Background: an optimization exercise with open tools, aiming at small area and a short achievable clock period. Do not read the settings as production practice.
In this exercise RTL edits were held to simulation tests only and were not proved equivalent to the original.
Power and IR drop assume default switching activity.

==> flow/design.v (excerpt) <==
module bumpy_core (
	input wire logic clk,
	input wire logic resetN,
	input wire logic start_of_frame,
	input wire motion_pkg::keys_t keys,
	input wire logic die,
	input wire logic restart,
	input wire geom_pkg::tile_map_t tile_map,
	input wire geom_pkg::tile_coord_t teleport_target,
	output geom_pkg::pixel_t offset_x,
	output geom_pkg::pixel_t offset_y,
	output motion_pkg::move_state_e state
);
For scale: ~200 I/O pins, about 13,000 sq um of cells after synthesis.
Settings: LEC_CHECK=0, CAP_MARGIN=20, CORE_MARGIN=2, CORE_UTILIZATION=50, CTS_BUF_LIST=sky130_fd_sc_hd__clkbuf_8, SETUP_SLACK_MARGIN=2.5, SLEW_MARGIN=20; clock period 6.0 ns.
standard.sh (not shown) runs the stock make flow with config.mk's settings and CLKGATE_MAP_FILE= SYNTH_SCRIPT=/design/flow/synth_recipe.tcl, a recipe that flattens the netlist after the stock synthesis.
==> flow/flow/run.sh <==
#!/bin/bash
export BUFFER_PORTS_ARGS="-buffer_cell sky130_fd_sc_hd__buf_1"
bash standard.sh RECOVER_POWER=100 finish > standard.log 2>&1
The first run produced a layout that fails on capacitance limit, slew limit.
Change:
==> flow/flow/run.sh (replaced) <==
#!/bin/bash
export BUFFER_PORTS_ARGS="-buffer_cell sky130_fd_sc_hd__buf_1"
bash standard.sh > standard.log 2>&1
Outcome: Now the flow finished clean. Fmax increases by 35%. Final cell count does not change. Non-clock buffer count is unchanged. Final area went up by 0.55%. Combinational power barely changes. Via count went up by 0.50%. Synthesized area stays the same.

========
bumpy_core, a different RTL version from the one above (not shown whole).
Size: about 1500 cells after synthesis, roughly 130 flip-flops, about 200 I/O pins, about 13000 µm² of cells after synthesis.
export LEC_CHECK = 0
export CAP_MARGIN = 20
export CORE_MARGIN = 2
export CORE_UTILIZATION = 45
export CTS_BUF_LIST = sky130_fd_sc_hd__clkbuf_8
export SETUP_SLACK_MARGIN = 2.8
export SLEW_MARGIN = 20
create_clock -name core_clock -period 6.0 [get_ports {clk}]
==> flow/flow/run.sh <==
#!/bin/bash
export BUFFER_PORTS_ARGS="-buffer_cell sky130_fd_sc_hd__buf_1"
bash standard.sh > standard.log 2>&1
Edit:
- CORE_UTILIZATION: 45 -> 40
- CTS_CLUSTER_DIAMETER: default -> 120
- CTS_CLUSTER_SIZE: default -> 40
- SETUP_SLACK_MARGIN: 2.8 -> 2.7
Non-clock buffer count shrinks by 8.
Cell area fell by 0.74%.
Hold slack is worse by 3.5 ps.
Setup slack is better by 55 ps.
Edit:
- CORE_UTILIZATION: 40 -> 45
- CTS_CLUSTER_DIAMETER: 120 -> default
- CTS_CLUSTER_SIZE: 40 -> default
- SETUP_SLACK_MARGIN: 2.7 -> 3.0
Result: The changed run completed without violations; clock skew hardly moves; flip-flop and latch count is unchanged; area after synthesis is unchanged; global-route usage goes up by 3.8 points; wire length went up by 3.2%.

========
Starting RTL as in the previous note.
export LEC_CHECK = 0
export CAP_MARGIN = 20
export CORE_MARGIN = 2
export CORE_UTILIZATION = 50
export CTS_BUF_LIST = sky130_fd_sc_hd__clkbuf_8
export SETUP_SLACK_MARGIN = 2.5
export SLEW_MARGIN = 20
create_clock -name core_clock -period 6.0 [get_ports {clk}]
Scripts as last shown in full above: flow/flow/run.sh
Edit:
- CORE_UTILIZATION: 50 -> 45
- SETUP_SLACK_MARGIN: 2.5 -> 2.65
Die area came out higher by roughly a tenth.
Wire length went up by a little under a tenth.
Via count went up slightly.
Total power rises by a few percent.
Cell area went up slightly.
Hold slack is about the same.
Worst setup slack is better by 0.16 ns.
Sequential share of layout area fell by 0.38 points.
Synthesized area is unchanged.
Register-to-register slack gets better by 0.16 ns.
Edit:
- CORE_UTILIZATION: 45 -> 35
- SETUP_SLACK_MARGIN: 2.65 -> 2.75
What happened: Combinational power rose by a few percent; cell area rose by a few percent; sequential cell count is unchanged; global-route usage fell by 6.0 points; via count rose slightly; hold slack hardly moves; wire length rose slightly; clock-buffer cell count stays the same; fmax fell slightly.
Edit:
- CORE_UTILIZATION: 35 -> 45
- SETUP_SLACK_MARGIN: 2.75 -> 2.5
After rerunning: Register-to-register slack loses 0.11 ns; worst setup slack loses 0.11 ns; core utilization rises by 9.9 points; global-route usage rises by 5.7 points; via count falls by 0.65%; cell area falls by 3.3%; critical path depth is unchanged; power falls by 3.0%; wire length falls by 3.1%; first-iteration DRC count rises by 15%; synthesized cell count stays the same.

========
== beta ==
bumpy_core, a different RTL version from the one above (not shown whole).
Size: about 1600 cells after synthesis, about 200 I/O pins, about 13000 sq um of cells after synthesis.
export LEC_CHECK = 0
export CAP_MARGIN = 20
export CORE_MARGIN = 2
export CORE_UTILIZATION = 55
export CTS_BUF_LIST = sky130_fd_sc_hd__clkbuf_8
export SETUP_SLACK_MARGIN = 2.7
export SLEW_MARGIN = 20
create_clock -name core_clock -period 6.0 [get_ports {clk}]
Scripts as last shown in full above: flow/flow/run.sh
Edits applied to the flow inputs when going from beta to epsilon:
Settings: CORE_UTILIZATION now 50, was 55; SETUP_SLACK_MARGIN now 2.6, was 2.7.
--- outcome ---
The final layout from epsilon, which completed every stage, passed the timing, design-rule and antenna checks at the end of the flow.
Taking beta as the reference, in epsilon power consumption went down about 2.5%; final critical-path setup slack up 4.0 ps; proportion of power drawn by combinational gates went down 3.2 points; met3 wirelength from detailed routing went up about 5%; floorplan die area grew by 2400 sq um.

========
RTL: one of the versions met above, not the one the previous note started from.
Size: roughly 1,500 cells after synthesis, ~130 flip-flops, roughly 13,000 um2 of cells after synthesis.
export LEC_CHECK = 0
export CAP_MARGIN = 20
export CORE_MARGIN = 2
export CORE_UTILIZATION = 50
export CTS_BUF_LIST = sky130_fd_sc_hd__clkbuf_8
export SETUP_SLACK_MARGIN = 2.8
export SLEW_MARGIN = 20
create_clock -name core_clock -period 6.0 [get_ports {clk}]
Scripts as last shown in full above: flow/flow/run.sh
==> next run, changes <==
- CORE_UTILIZATION: 50 -> 40
- SETUP_SLACK_MARGIN: 2.8 -> 2.7
After rerunning: Core utilization went down by 12 points; final area went down by 0.92%; maximum frequency went up by 0.49%; sequential power stays flat; non-clock buffer count went down by 24; via count went down by 2.2%; synthesized area is unchanged; register-to-register slack improves by 0.02 ns; setup slack improves by 0.015 ns; clock power went up by 7.9%.
==> next run, changes <==
- CORE_UTILIZATION: 40 -> 45
- PLACE_DENSITY: default -> 0.75
- SETUP_SLACK_MARGIN: 2.7 -> 2.65
The changed run finished clean. Total power went down by about 1.7%. Routed wire length went down by 1.9%. Sequential cell count stays the same.
==> next run, changes <==
- CORE_UTILIZATION: 45 -> 50
- PLACE_DENSITY: 0.75 -> default
What happened: The changed run finished with timing, DRC and antenna clean; power goes up by about 1.9%; design area is about the same; worst setup slack hardly moves; synthesized cell count does not change; critical path depth is unchanged.
==> next run, changes <==
- CORE_UTILIZATION: 50 -> 45
- GPL_ROUTABILITY_DRIVEN: default -> 0
- SETUP_SLACK_MARGIN: 2.65 -> 2.7
Effect: Routed wire length came out lower by 1.8%; first-iteration DRC count came out higher by 13%; worst setup slack gains 0.033 ns; total power came out lower by 1.2%; final cell count came out higher by 2.7%.

## separate check: timing with driven ports
In the flow no input, the clock included, has a driving cell. The finished layouts below were timed again as built, in two steps.
Step 1, drivers: a clkbuf_16 drives clk and a buf_2 each remaining input, both assumed.
Step 2 moves the port delays by t, midway between the first and last clock arrival at a register: inputs arrive t later, outputs are due t later. That takes back most of the time a late clock gives input paths.
a / b / c = no drivers / after step 1 / after step 2; a / b = the first two.
run	shift t [ns]	setup WS [ns]	worst hold slack (ns)	clock arrival spread, ns	worst data-port slew with drivers (ns)
the first run of note 1	0.492	1.500 / 1.500 / 1.500	0.484 / 0.484 / 0.484	0.024 / 0.024	0.06
the second run of note 1	0.489	2.662 / 2.662 / 2.662	0.468 / 0.468 / 0.468	0.021 / 0.020	0.06
the first run of note 2	0.497	2.777 / 2.777 / 2.490	0.483 / 0.483 / 0.483	0.023 / 0.023	0.10
the second run of note 2	0.505	2.832 / 2.832 / 2.431	0.480 / 0.480 / 0.480	0.016 / 0.016	0.11
the third run of note 2	0.512	2.807 / 2.807 / 2.653	0.479 / 0.479 / 0.479	0.015 / 0.014	0.09
the first run of note 3	0.504	2.597 / 2.597 / 2.178	0.480 / 0.480 / 0.480	0.022 / 0.021	0.07
the second run of note 3	0.515	2.753 / 2.753 / 2.411	0.479 / 0.479 / 0.479	0.020 / 0.020	0.10
the third run of note 3	0.527	2.708 / 2.708 / 2.583	0.481 / 0.481 / 0.481	0.013 / 0.014	0.11
the fourth run of note 3	0.515	2.599 / 2.599 / 2.112	0.482 / 0.482 / 0.482	0.022 / 0.022	0.09
beta	0.492	2.694 / 2.694 / 2.351	0.468 / 0.468 / 0.468	0.025 / 0.025	0.08
epsilon	0.497	2.698 / 2.698 / 2.369	0.467 / 0.467 / 0.467	0.024 / 0.024	0.08
the first run of note 5	0.504	2.816 / 2.816 / 2.679	0.483 / 0.483 / 0.483	0.025 / 0.025	0.08
the second run of note 5	0.505	2.832 / 2.832 / 2.431	0.480 / 0.480 / 0.480	0.016 / 0.016	0.11
the third run of note 5	0.498	2.719 / 2.719 / 2.338	0.483 / 0.483 / 0.483	0.020 / 0.019	0.09
the fourth run of note 5	0.504	2.720 / 2.720 / 2.269	0.481 / 0.481 / 0.481	0.021 / 0.021	0.09
the fifth run of note 5	0.496	2.754 / 2.754 / 2.361	0.480 / 0.480 / 0.480	0.023 / 0.024	0.09
For the fourth run of note 3, which loses most, drivers alone change the setup slack by 0.000 ns; drivers and shift together by -0.487 ns.
